What follows belongs to an exercise in optimizing a design on an open flow for small area; a production flow would make more cautious choices. The RTL was checked by simulation tests, not by an equivalence proof against the original design. Power figures rest on the tool's default switching activity, not on a simulated workload.

$ cat design/flow/flow/run.sh
#!/bin/bash
# The standard.sh layout with these changes:
#  - ABC's area script is replaced by an area-only mapping (flow/abc_area.script)
#  - CTS clusters up to 18 sinks (50 um) per clkbuf_8 leaf buffer and inserts no dummy loads
#  - the port buffers are buf_1 cells
set -euo pipefail
rm -rf scripts_mod
cp -r "$FLOW_HOME/scripts" scripts_mod
cp flow/abc_area.script scripts_mod/abc_area.script
bash standard.sh SCRIPTS_DIR="$PWD/scripts_mod" ABC_AREA=1 \
  "CTS_ARGS=-sink_clustering_enable -repair_clock_nets -dont_use_dummy_load -sink_clustering_size 18 -sink_clustering_max_diameter 50 -buf_list sky130_fd_sc_hd__clkbuf_8 -root_buf sky130_fd_sc_hd__clkbuf_16" \
  "BUFFER_PORTS_ARGS=-buffer_cell sky130_fd_sc_hd__buf_1" \
  finish > standard_make.log 2>&1
$ cat design/flow/flow/abc_area.script
strash
&get -n
&dch -f
&nf -a -R 1000
&put
$ cat design/flow/standard.sh
#!/bin/bash
# synth_recipe.tcl (not shown) runs the flow's synth.tcl, then flattens the netlist and writes it again
# the make line also repeats each setting of config.mk as NAME=value (left out here)
make -C /OpenROAD-flow-scripts/flow DESIGN_CONFIG=/design/flow/config.mk WORK_HOME=/design/flow/orfs CLKGATE_MAP_FILE= SYNTH_SCRIPT=/design/flow/synth_recipe.tcl "${@:-finish}"
$ cat design/flow/config.mk
export PLATFORM = sky130hd
export DESIGN_NAME = cpu_operand_stack
export DESIGN_NICKNAME = cpu_operand_stack
export VERILOG_FILES = /design/flow/design.v
export SDC_FILE = /design/flow/constraint.sdc
export NUM_CORES = 4
export LEC_CHECK = 0
export CAP_MARGIN = 10
export CORE_MARGIN = 2
export CORE_UTILIZATION = 73
export SLEW_MARGIN = 10
$ cat design/flow/constraint.sdc
create_clock -name core_clock -period 10.0 [get_ports {clk}]
set_input_delay 2.0000 -clock core_clock [delete_from_list [all_inputs] [get_ports {clk}]]
set_output_delay 2.0000 -clock core_clock [all_outputs]
set_load 0.01 [all_outputs]
$ cat design/flow/design.v
`default_nettype none
package cpu_stack_pkg;
  localparam int STACK_TAG_W   = 3;
  localparam int STACK_VALUE_W = 32;
  localparam int STACK_WIDTH   = STACK_TAG_W + STACK_VALUE_W;   
  localparam int STACK_POP_W   = 11;
  localparam int STACK_DEPTH   = 64;
  typedef enum logic [STACK_TAG_W-1:0] {
    TAG_NONE  = 3'd0,
    TAG_INT   = 3'd1,
    TAG_ADDR  = 3'd2,
    TAG_RET   = 3'd3,
    TAG_FRAME = 3'd4,
    TAG_CONST = 3'd5
  } stack_tag_e;
  function automatic logic [STACK_WIDTH-1:0] stack_entry(
    input stack_tag_e                 tag,
    input logic [STACK_VALUE_W-1:0]   value
  );
    stack_entry = {tag, value};
  endfunction
  function automatic stack_tag_e stack_tag(input logic [STACK_WIDTH-1:0] entry);
    stack_tag = stack_tag_e'(entry[STACK_WIDTH-1 -: STACK_TAG_W]);
  endfunction
endpackage
`default_nettype wire
`default_nettype none
module cpu_operand_stack
#(
  parameter int WIDTH = cpu_stack_pkg::STACK_WIDTH,
  parameter int DEPTH = cpu_stack_pkg::STACK_DEPTH,
  parameter int TOPS  = 2,
  parameter int POP_W = cpu_stack_pkg::STACK_POP_W
) (
  input  logic                       clk,
  input  logic                       rst,
  input  logic                       st__pop,
  input  logic [POP_W-1:0]           st__to_pop,
  input  logic                       st__push,
  input  logic [WIDTH-1:0]           st__to_push,
  input  logic                       st__flush,
  input  logic                       st__err_clr,
  output logic [TOPS*WIDTH-1:0]      st__top,
  output logic [$clog2(DEPTH+1)-1:0] st__count,
  output logic                       st__empty,
  output logic                       st__full,
  output logic                       st__err_overflow,
  output logic                       st__err_underflow
);
  localparam int CNT_W = $clog2(DEPTH+1);
  localparam int HALF  = DEPTH / 2;
  logic [CNT_W-1:0] r_count;
  logic             r_err_overflow;
  logic             r_err_underflow;
  logic             r_phase;
  logic             w_underflow;
  logic [CNT_W-1:0] w_c1;
  logic             w_push_ok;
  logic             w_overflow;
  logic             w_wen;
  logic [WIDTH-1:0] w_x;
  always_comb begin
    w_underflow = st__pop && (st__to_pop > POP_W'(r_count));
    if (w_underflow)
      w_c1 = '0;
    else if (st__pop)
      w_c1 = r_count - st__to_pop[CNT_W-1:0];
    else
      w_c1 = r_count;
    w_push_ok  = st__push && !w_c1[CNT_W-1];    
    w_overflow = st__push && w_c1[CNT_W-1];
    w_wen      = w_push_ok && !st__flush;
  end
  always_ff @(posedge clk or posedge rst) begin
    if (rst) begin
      r_count         <= '0;
      r_err_overflow  <= 1'b0;
      r_err_underflow <= 1'b0;
      r_phase         <= 1'b0;
    end else begin
      r_count         <= st__flush ? '0 : (w_c1 + CNT_W'(w_push_ok));
      r_err_overflow  <= (r_err_overflow  & ~st__err_clr) | (w_overflow  & ~st__flush);
      r_err_underflow <= (r_err_underflow & ~st__err_clr) | (w_underflow & ~st__flush);
      r_phase         <= ~r_phase;
    end
  end
  assign w_x = st__to_push ^ {WIDTH{r_phase}};
  logic [DEPTH-1:0] w_wr;      
  logic [DEPTH-1:0] w_hold;    
  logic [HALF-1:0]  w_sel_e;   
  logic [HALF-1:0]  w_sel_o;   
  logic [WIDTH-1:0] r_row [DEPTH];
  logic [7:0] w_hi_eq, w_hi_gt, w_lo_eq, w_lo_gt;
  for (genvar k = 0; k < 8; k++) begin : g_pre
    assign w_hi_eq[k] = !w_c1[6] && (w_c1[5:3] == 3'(k));
    assign w_hi_gt[k] = w_c1[6] || (w_c1[5:3] > 3'(k));
    assign w_lo_eq[k] = (w_c1[2:0] == 3'(k));
    assign w_lo_gt[k] = (w_c1[2:0] > 3'(k));
  end
  for (genvar i = 0; i < DEPTH; i++) begin : g_row
    assign w_wr[i]   = w_wen && w_hi_eq[i/8] && w_lo_eq[i%8];
    assign w_hold[i] = w_hi_gt[i/8] || (w_hi_eq[i/8] && w_lo_gt[i%8]);
    always_ff @(posedge clk) begin
      r_row[i] <= ~((r_row[i] | {WIDTH{w_wr[i]}}) & ({WIDTH{w_hold[i]}} | w_x));
    end
  end
  logic [HALF:0] w_half;
  for (genvar k = 0; k <= HALF; k++) begin : g_half
    assign w_half[k] = (r_count[CNT_W-1:1] == (CNT_W-1)'(k));
  end
  for (genvar j = 0; j < HALF; j++) begin : g_sel
    assign w_sel_e[j] = r_count[0] ? w_half[j] : w_half[j+1];
    assign w_sel_o[j] = w_half[j+1];
  end
  localparam int NGRP = (HALF + 2) / 3;
  logic [WIDTH-1:0] w_rd_e, w_rd_o;
  logic [WIDTH-1:0] w_grp_e [NGRP];
  logic [WIDTH-1:0] w_grp_o [NGRP];
  always_comb begin
    for (int g = 0; g < NGRP; g++) begin
      w_grp_e[g] = '0;
      w_grp_o[g] = '0;
      for (int k = 0; k < 3; k++) begin
        if (3*g+k < HALF) begin
          w_grp_e[g] = w_grp_e[g] | (r_row[2*(3*g+k)]   & {WIDTH{w_sel_e[3*g+k]}});
          w_grp_o[g] = w_grp_o[g] | (r_row[2*(3*g+k)+1] & {WIDTH{w_sel_o[3*g+k]}});
        end
      end
    end
    w_rd_e = '1;
    w_rd_o = '1;
    for (int g = 0; g < NGRP; g++) begin
      w_rd_e = w_rd_e & ~w_grp_e[g];
      w_rd_o = w_rd_o & ~w_grp_o[g];
    end
    w_rd_e = ~w_rd_e;
    w_rd_o = ~w_rd_o;
  end
  logic [WIDTH-1:0] w_e, w_o;
  logic             w_ge2, w_ge3;
  assign w_e   = w_rd_e ^ {WIDTH{r_phase}};
  assign w_o   = w_rd_o ^ {WIDTH{r_phase}};
  assign w_ge2 = (r_count >= CNT_W'(2));
  assign w_ge3 = (r_count >= CNT_W'(3));
  assign st__top[WIDTH-1:0]       = ({WIDTH{r_count[0]}}           & w_e) |
                                    ({WIDTH{!r_count[0] && w_ge2}} & w_o);
  assign st__top[2*WIDTH-1:WIDTH] = ({WIDTH{!r_count[0] && w_ge2}} & w_e) |
                                    ({WIDTH{r_count[0] && w_ge3}}  & w_o);
  assign st__count         = r_count;
  assign st__empty         = (r_count == '0);
  assign st__full          = r_count[CNT_W-1];
  assign st__err_overflow  = r_err_overflow;
  assign st__err_underflow = r_err_underflow;
endmodule
`default_nettype wire
==> key figures <==
Synth
  • Post-synthesis cell area: 72000 um^2
  • Yosys warnings: 4
  • Synthesized instance count: 6041
  • Count of state elements after synthesis: 2250
  • Asr flop ratio synth: less than 1%
  • Post-synth EDFFs: 0
  • Post-synth top flop: dfxtp_1
  • Post-Syn Nets: about 6000
  • Syn Area/Cell: ~12 um^2
  • Post-synth cell types: 36
  • Register area share after synthesis: a little over three fifths

Timing
  • Final setup violation count: 0
  • Normalized max-slew margin: a little under an eighth
  • RSZ-0062 raised after global routing: false
  • Max-slew violations: 0
  • Final Cycle Share: approximately 84%
  • Setup TNS: 0 ps
  • Fmax: about 120 MHz
  • Clock skew: a little under 90 ps
  • Setup ws final: 1630 ps
  • Crit path time final: between 8000 and 9000 ps
  • Worst-Margin Slew: around 1300 ps
  • Fin. Hold Viols: 0
  • Hold slack: approximately 440 ps

GRT
  • Pin count of the biggest net entering global routing: between 70 and 80
  • Initial antenna violation count: 21
  • Vias in the first global route: ~63000
  • First-pass GRT wire length: about 380000 um
  • Overflow after GRT: 0
  • Global Route Usage Sum: about 48%

Power
  • P_leak: 28.0 nW
  • Peak VDD IR: 0.196 mV
  • Logic pwr share: 18.4%
  • Clock share of power: about a fifth
  • Internal power: around 14 mW
  • Power density over cell area: roughly 250 nW/um^2
  • Seq pwr share: 60.7%
  • Total power: roughly 20 mW
  • Net Sw Power: ~6 mW
  • Sw frac: 30.3%

Setup path
  • Critical R2R Capture: r_row[17][28]
  • Largest delay share family, worst path: compound AO/OA/AOI/OAI gates
  • Critical R2R Launch: r_count[0]
  • Maximum fanout along the worst path: 37
  • Worst path max stage delay: 1040 ps
  • Critical path class: register to output port
  • CP Capture Type: output port
  • Slowest CP cell: a221oi_1
  • Worst setup SP type: register
  • CP Cell Sequence: clkinv_1 -> nand2_1 -> nor3_2 -> buf_4 -> mux2_1 -> buf_4 -> a222oi_1 -> nand4_1 -> and4b_1 -> nand4_1 -> a221oi_1 -> xnor2_1 -> a22o_1 -> buf_1
  • CP bufs+invs: 4
  • Crit path required time: 8000 ps
  • Reg-to-reg setup timing slack: 3560 ps
  • CP arrival: around 6400 ps
  • R2R cell count: 17

Floorplanning
  • Core Box Area: between 90000 and 100000 um^2
  • # rows: roughly 120
  • Starting Density: 73.4%
  • # IOs: roughly 130
  • Die W: around 320 um
  • Die height: ~320 um
  • Die footprint: 101000 um^2

Final layout
  • Nets: between 6000 and 7000
  • Share of cells above drive strength 1: around 9.0%
  • Area Overhead vs Synth: 10.3%
  • Fin cells: 7856
  • Final core occ: between 80% and 90%
  • Final Cell Area: a little under 80000 um^2

Clocking
  • Post_cts resized: 0
  • Insertion delay to the later sink of the worst-skew pair: 750 ps
  • Hold-fix buffers, CTS: 0
  • Clock sinks: roughly 2300
  • Root Buffer: clkbuf_16
  • Maximum clock path buffer count: 3
  • H-tree Lvls: 4
  • Clock slew at reported path FFs: around 50 ps
  • Post-CTS setup buffer count: 0
  • CTS tree: yes
  • CTS Buf Count: approximately 160

Outcome
  • Status: complete, no violations

Detailed routing
  • Routed WL: 257000 um
  • Routed WL per cell: around 33 um
  • First-pass DRT Iterations: 14
  • WL met2: ~110000 um
  • Routed wire length on met3: 45600 um
  • Antenna viol nets, final: 0
  • Metal-1 WL: a little over 90000 um
  • Vias: 67100
  • # DRC: 0
  • 1st-iter DRT viols: about 16000
  • Vias/cell: around 8.5
  • Top sig layer: met5

Hold path
  • Hold path startpoint: r_row[15][6]
  • Hold Path Class: register to register
  • Hold path endpoint: r_row[15][6]
  • Hold Crit Depth: 1

Placement
  • Placed insts: a little under 8000
  • IO Port Bufs: between 100 and 150
  • DP Worst Slack: 2390 ps
  • DP HPWL: about 140000 um
  • Placed instance area: ~77000 um^2
  • Placer's final routability congestion estimate: roughly 1.0

Run
  • Max Cap Viol: 0
[routing by layer]
layer / track usage [%] / vias up
li1: - / 27600
met1: 64.5 / 32500
met2: 67.3 / 6018
met3: 20.2 / 937
met4: 22.1 / 20
met5: 0.520 / -
[worst max path at each step]
stage / from / to / slack (ps) / depth (start not counted)
6_report: r_count[3] / st__top[57] / 1630 / 14
5_1_grt: r_count[5] / st__top[57] / 1680 / 14
3_3_place_gp: st__to_pop[2] / r_row[17][31] / 2580 / 17
2_1_floorplan: r_count[0] / st__top[34] / 1800 / 11
3_5_place_dp: st__to_pop[2] / r_row[17][28] / 2390 / 17
4_1_cts: r_count[5] / st__top[36] / 2080 / 15
[Yosys cell counts, types with 10 or more instances]
| cell type | number | area [um^2] |
|---|---|---|
| dfxtp_1 | 2240 | 44800 |
| nand2_1 | 54 | 203 |
| and3_1 | 31 | 194 |
| a222oi_1 | 700 | 7010 |
| clkinv_1 | 20 | 75.1 |
| a221oi_1 | 58 | 508 |
| o22ai_1 | 2242 | 14000 |
| nand3_1 | 52 | 260 |
| ha_1 | 15 | 188 |
| xnor2_1 | 74 | 648 |
| nor3_1 | 36 | 180 |
| a21oi_1 | 16 | 80.1 |
| nand4_1 | 87 | 544 |
| o21ai_0 | 54 | 270 |
| and4_1 | 14 | 123 |
| and4b_1 | 63 | 631 |
| dfrtp_1 | 10 | 250 |
| mux2_1 | 29 | 327 |
| a22o_1 | 70 | 613 |
| xor2_1 | 39 | 342 |
| nor2_1 | 90 | 338 |
| a22oi_1 | 12 | 90.1 |
[placed cells by master (no fill, tap or decap), types with 35 or more instances in the layout]
cell type,instances
buf_4,235
o22ai_1,2242
a221oi_1,58
nor2_2,63
xnor2_1,74
nand3_1,52
clkbuf_8,158
and4b_1,63
buf_1,132
xor2_4,35
dfxtp_1,2240
a22o_1,70
o21ai_2,40
nand4_1,87
a222oi_1,700
nand2_1,53
[final cells by class]
class / instances / area [um^2]
Antenna cell: 2 / 5.00
Clock buffer: 159 / 2200
Fill cell: 6095 / 18700
Inverter: 20 / 75.1
Multi-Input combinational cell: 3770 / 28100
Sequential cell: 2250 / 45100
Tap cell: 1287 / 1610
Timing Repair Buffer: 368 / 2280
[power by group through the flow]
stage	clock network (mW)	logic, mW	registers (mW)
after floorplan	0	2.21	11.8
after global placement	0	3.26	12.0
after detailed placement	0	3.41	12.1
after CTS	4.07	3.42	11.9
after global routing	4.40	3.76	12.1
final	4.12	3.62	12.0
[sequential cells by signal, indices dropped and copies added, names as in the netlist]
register	count
r_err_overflow	1
r_err_underflow	1
r_count	7
r_phase	1
r_row	2240
[cell families (layout without fill, tap and decap cells)]
| group | after synthesis | in the layout | synth area share, % |
|---|---|---|---|
| compound gates | 3158 | 3158 | 31.5 |
| flops | 2250 | 2250 | 62.6 |
| simple gates | 452 | 452 | 3.65 |
| xor+xnor | 113 | 113 | 1.37 |
| mux | 31 | 31 | 0.481 |
| buf+inv | 21 | 547 | 0.115 |
| fa+ha+maj | 16 | 16 | 0.289 |
| other cells | 0 | 2 | 0 |

[port drivers added, routing unchanged]
The results above use ideal ports. As a check the final layout listed here was re-extracted and re-timed, cells and wires unchanged.
Step 1, drivers: a clkbuf_16 drives clk and a buf_2 each remaining input, both assumed.
Step 2 moves the port delays by t, midway between the first and last clock arrival at a register: inputs arrive t later, outputs are due t later. That takes back most of the time a late clock gives input paths.
Three values: ideal, step 1, step 2; two values: the first two.
shift t [ns]: 0.802
setup WS [ns]: 1.625 / 1.542 / 2.139
clock arrival spread, ns: 0.107 / 0.107
worst data-port slew with drivers (ns): 0.21
After both steps this run still meets setup and hold. For this run, drivers alone change the setup slack by -0.083 ns; drivers and shift together by +0.514 ns.
